Source: an optimization exercise on an open RTL-to-GDS flow (aim: small area). Production flows keep margins and buffers that such runs may drop.
Only simulation tests tie the RTL to the original design; equivalence was not proved.
Power figures rest on the tool's default switching activity, not on a simulated workload. The clock port is modelled as an ideal driver; clocking choices that lean on that would not hold on a real chip.

Setup of run 1:
// denise_top
module denise_top
(
  input  logic        clk,
  input  logic        reset,
  input  logic [7:0]  rga,
  input  logic [15:0] db_in,
  output logic [15:0] db_out,
  output logic        db_oen,
  output logic [3:0]  red,
  output logic [3:0]  green,
  output logic [3:0]  blue,
  output logic        sol
);
For scale: ~22000 um2 of cells after synthesis.
Settings: LEC_CHECK=0, CAP_MARGIN=0, CORE_MARGIN=2, CORE_UTILIZATION=35, CTS_BUF_LIST=sky130_fd_sc_hd__clkbuf_16, CTS_CLUSTER_DIAMETER=100, CTS_CLUSTER_SIZE=24, GPL_TIMING_DRIVEN=0, PLACE_DENSITY=0.75, SLEW_MARGIN=0; clock period 4.0 ns.
standard.sh (not shown) runs the stock make flow with config.mk's settings and CLKGATE_MAP_FILE= SYNTH_SCRIPT=/design/flow/synth_recipe.tcl, a recipe that flattens the netlist after the stock synthesis.
==> flow/flow/run.sh <==
#!/bin/bash
# Own layout flow: the standard flow (standard.sh), with two changes:
#  - synthesis is synth_recipe.tcl unchanged except that Yosys's abc call
#    uses flow/area.abc (an area-oriented mapping script) instead of ORFS's
#    script; flip-flops are mapped before abc, so registers are unchanged;
#  - ports are buffered with sky130_fd_sc_hd__buf_1 instead of the
#    default port buffer cell.
set -euo pipefail
HERE=$(pwd)
cat > "$HERE/own_synth.tcl" <<EOT
proc abc {args} {
  set i [lsearch -exact \$args -script]
  if { \$i >= 0 } { lset args [expr {\$i + 1}] $HERE/flow/area.abc }
  yosys abc {*}\$args
}
source $HERE/synth_recipe.tcl
EOT
sed -e "s|SYNTH_SCRIPT=[^ ]*|SYNTH_SCRIPT=$HERE/own_synth.tcl BUFFER_PORTS_ARGS=\"-buffer_cell sky130_fd_sc_hd__buf_1\" REMOVE_ABC_BUFFERS=1 CTS_ARGS=\"-sink_clustering_enable -repair_clock_nets -sink_clustering_size 30 -sink_clustering_max_diameter 150 -buf_list sky130_fd_sc_hd__clkbuf_16 -dont_use_dummy_load\"|" standard.sh > own_standard.sh
bash own_standard.sh > "$HERE/own_flow.log" 2>&1
==> flow/flow/area.abc <==
strash
fraig
dch -f
amap -m
topo
stime -c
Run 1 completed; timing, DRC and antenna clean
Modified inputs, run 2 compared to run 1
- a deleted PLACE_DENSITY that had been 0.75
-- flow/flow/run.sh --
<<< run 1, line 18
sed -e "s|SYNTH_SCRIPT=[^ ]*|SYNTH_SCRIPT=$HERE/own_synth.tcl BUFFER_PORTS_ARGS=\"-buffer_cell sky130_fd_sc_hd__buf_1\" REMOVE_ABC_BUFFERS=1 CTS_ARGS=\"-sink_clustering_enable -repair_clock_nets -sink_clustering_size 30 -sink_clustering_max_diameter 150 -buf_list sky130_fd_sc_hd__clkbuf_16 -dont_use_dummy_load\"|" standard.sh > own_standard.sh
>>> run 2, line 18
sed -e "s|SYNTH_SCRIPT=[^ ]*|SYNTH_SCRIPT=$HERE/own_synth.tcl BUFFER_PORTS_ARGS=\"-buffer_cell sky130_fd_sc_hd__buf_1\" REMOVE_ABC_BUFFERS=1|" standard.sh > own_standard.sh
## What came out
Per the comparison of run 2 with run 1, adder-cell share of the synthesized area level; power density over the cells moved up; hold slack moved down. Run 1 ended up with u_prio.idx[0] as its capturing instance or port of the critical path; run 2 ended up with u_prio.idx[1]. Diff run 2 and run 1: met3 wire length higher in run 1. Of run 2 and run 1, the lower critical path depth belongs to run 1. Against run 1, internal power consumption in run 2 came out worse. Diff run 1 -> run 2: fraction of the core area covered by cells at the end of the flow up 0.49 points; largest net degree at the start of global routing up about 40%; worst setup margin up 0.012 ns; sum of buffers and inverters on the critical path up 1.
Setup changes, run 2 to run 3
- an added PLACE_DENSITY of 0.85
-- flow/flow/run.sh --
<<< run 2, line 18
sed -e "s|SYNTH_SCRIPT=[^ ]*|SYNTH_SCRIPT=$HERE/own_synth.tcl BUFFER_PORTS_ARGS=\"-buffer_cell sky130_fd_sc_hd__buf_1\" REMOVE_ABC_BUFFERS=1|" standard.sh > own_standard.sh
>>> run 3, line 18
sed -e "s|SYNTH_SCRIPT=[^ ]*|SYNTH_SCRIPT=$HERE/own_synth.tcl BUFFER_PORTS_ARGS=\"-buffer_cell sky130_fd_sc_hd__buf_1\" REMOVE_ABC_BUFFERS=1 CTS_ARGS=\"-sink_clustering_enable -repair_clock_nets -sink_clustering_size 30 -sink_clustering_max_diameter 150 -buf_list sky130_fd_sc_hd__clkbuf_16 -root_buf sky130_fd_sc_hd__clkbuf_8 -dont_use_dummy_load\"|" standard.sh > own_standard.sh
--- outcome ---
- Side by side, transition time at the pin with the least slew margin turned out lower in run 3 than in run 2.
- Run 3 vs run 2 — post-detailed-placement cell area dropped 0.43%.
- Against run 2, clock period minus final worst setup slack in run 3 came out worse.
- Changes observed in run 3 relative to run 2: sequential power flat; sequential share of layout area up 0.98 points; final cell count down 0.98%; share of total power in the clock network down 3.5 points.
- Going from run 2 to run 3, the wire length was found to have gone down by 4400 um.
Here is what was changed in the inputs of run 4 compared with run 3.
- PLACE_DENSITY: 0.85 -> unset
-- flow/flow/run.sh --
<<< run 3, line 18
sed -e "s|SYNTH_SCRIPT=[^ ]*|SYNTH_SCRIPT=$HERE/own_synth.tcl BUFFER_PORTS_ARGS=\"-buffer_cell sky130_fd_sc_hd__buf_1\" REMOVE_ABC_BUFFERS=1 CTS_ARGS=\"-sink_clustering_enable -repair_clock_nets -sink_clustering_size 30 -sink_clustering_max_diameter 150 -buf_list sky130_fd_sc_hd__clkbuf_16 -root_buf sky130_fd_sc_hd__clkbuf_8 -dont_use_dummy_load\"|" standard.sh > own_standard.sh
>>> run 4, line 18
sed -e "s|SYNTH_SCRIPT=[^ ]*|SYNTH_SCRIPT=$HERE/own_synth.tcl BUFFER_PORTS_ARGS=\"-buffer_cell sky130_fd_sc_hd__buf_1\" REMOVE_ABC_BUFFERS=1 CTS_ARGS=\"-sink_clustering_enable -repair_clock_nets -sink_clustering_size 30 -sink_clustering_max_diameter 150 -buf_list sky130_fd_sc_hd__clkbuf_16 -dont_use_dummy_load\"|" standard.sh > own_standard.sh
Run 4 packs its core more tightly than run 3.
~same clock tree cell share of total cell area in run 3 and run 4
Part of the total power dissipated in combinational logic ends up lower on run 3.
Compared with run 3, run 4 ends up with more cell area.
The area growth from synthesis to layout in run 4 was higher than what run 3 gave.
Relative to run 3, the clock power of run 4 is higher by about 5%.
Summary — share of the final layout cell area in sequential cells, run 4 relative to run 3: lower, by 0.37 points.
> inputs changed (run 4 -> run 5)
- CTS_CLUSTER_DIAMETER now 60, was 100
- CTS_CLUSTER_SIZE now 30, was 24
-- flow/flow/run.sh --
<<< run 4, line 18
sed -e "s|SYNTH_SCRIPT=[^ ]*|SYNTH_SCRIPT=$HERE/own_synth.tcl BUFFER_PORTS_ARGS=\"-buffer_cell sky130_fd_sc_hd__buf_1\" REMOVE_ABC_BUFFERS=1 CTS_ARGS=\"-sink_clustering_enable -repair_clock_nets -sink_clustering_size 30 -sink_clustering_max_diameter 150 -buf_list sky130_fd_sc_hd__clkbuf_16 -dont_use_dummy_load\"|" standard.sh > own_standard.sh
>>> run 5, line 18
sed -e "s|SYNTH_SCRIPT=[^ ]*|SYNTH_SCRIPT=$HERE/own_synth.tcl BUFFER_PORTS_ARGS=\"-buffer_cell sky130_fd_sc_hd__buf_1\" REMOVE_ABC_BUFFERS=1 CTS_ARGS=\"-sink_clustering_enable -repair_clock_nets -sink_clustering_size 30 -sink_clustering_max_diameter 60 -buf_list sky130_fd_sc_hd__clkbuf_16 -dont_use_dummy_load\"|" standard.sh > own_standard.sh
Notes after the runs:
The relative area of non-clock buffer cells in the final design was comparable across run 5 and run 4.
Final instance area is higher on run 5
Taking run 4 as the reference point, the power of run 5 rises by 7.3%.
In the flow results for run 5 and run 4, the clock period minus worst slack is larger on run 5.
Reported for run 5 and run 4, hold-critical path depth turned out identical to the last digit.
Run 5 — relative contribution of sequential cells to total power 4.6 points lower, run 4 as reference

re-timing with driven ports:
The flow's constraints put no driver on any port. The routed layouts listed below were extracted and timed again, unchanged, in two steps. Step 1 (the two cells are an assumption about what drives the block):
set clk [get_ports {clk}]
set_driving_cell -lib_cell sky130_fd_sc_hd__clkbuf_16 $clk
set_driving_cell -lib_cell sky130_fd_sc_hd__buf_2 [delete_from_list [all_inputs] $clk]
Step 2, shift: input delay + t, output delay - t, t = (earliest + latest rising clock arrival at the registers) / 2. This alone moves slack from input paths to output paths. Three values: ideal, step 1, step 2; two values: the first two.
run | shift t [ns] | slack for setup (ns) | worst setup path after step 2 | worst register clock-pin slew, ns | pins driven straight from the clock port
run 1 | 0.635 | 0.281 / 0.281 / 0.281 | register to register | 0.12 / 0.12 | 1
run 2 | 0.668 | 0.293 / 0.293 / 0.293 | register to register | 0.10 / 0.10 | 1
run 3 | 0.703 | 0.288 / 0.288 / 0.288 | register to register | 0.12 / 0.12 | 1
run 4 | 0.624 | 0.234 / 0.234 / 0.234 | register to register | 0.12 / 0.12 | 1
run 5 | 0.625 | 0.145 / 0.145 / 0.145 | register to register | 0.11 / 0.11 | 1
After both steps every run listed still meets setup and hold.
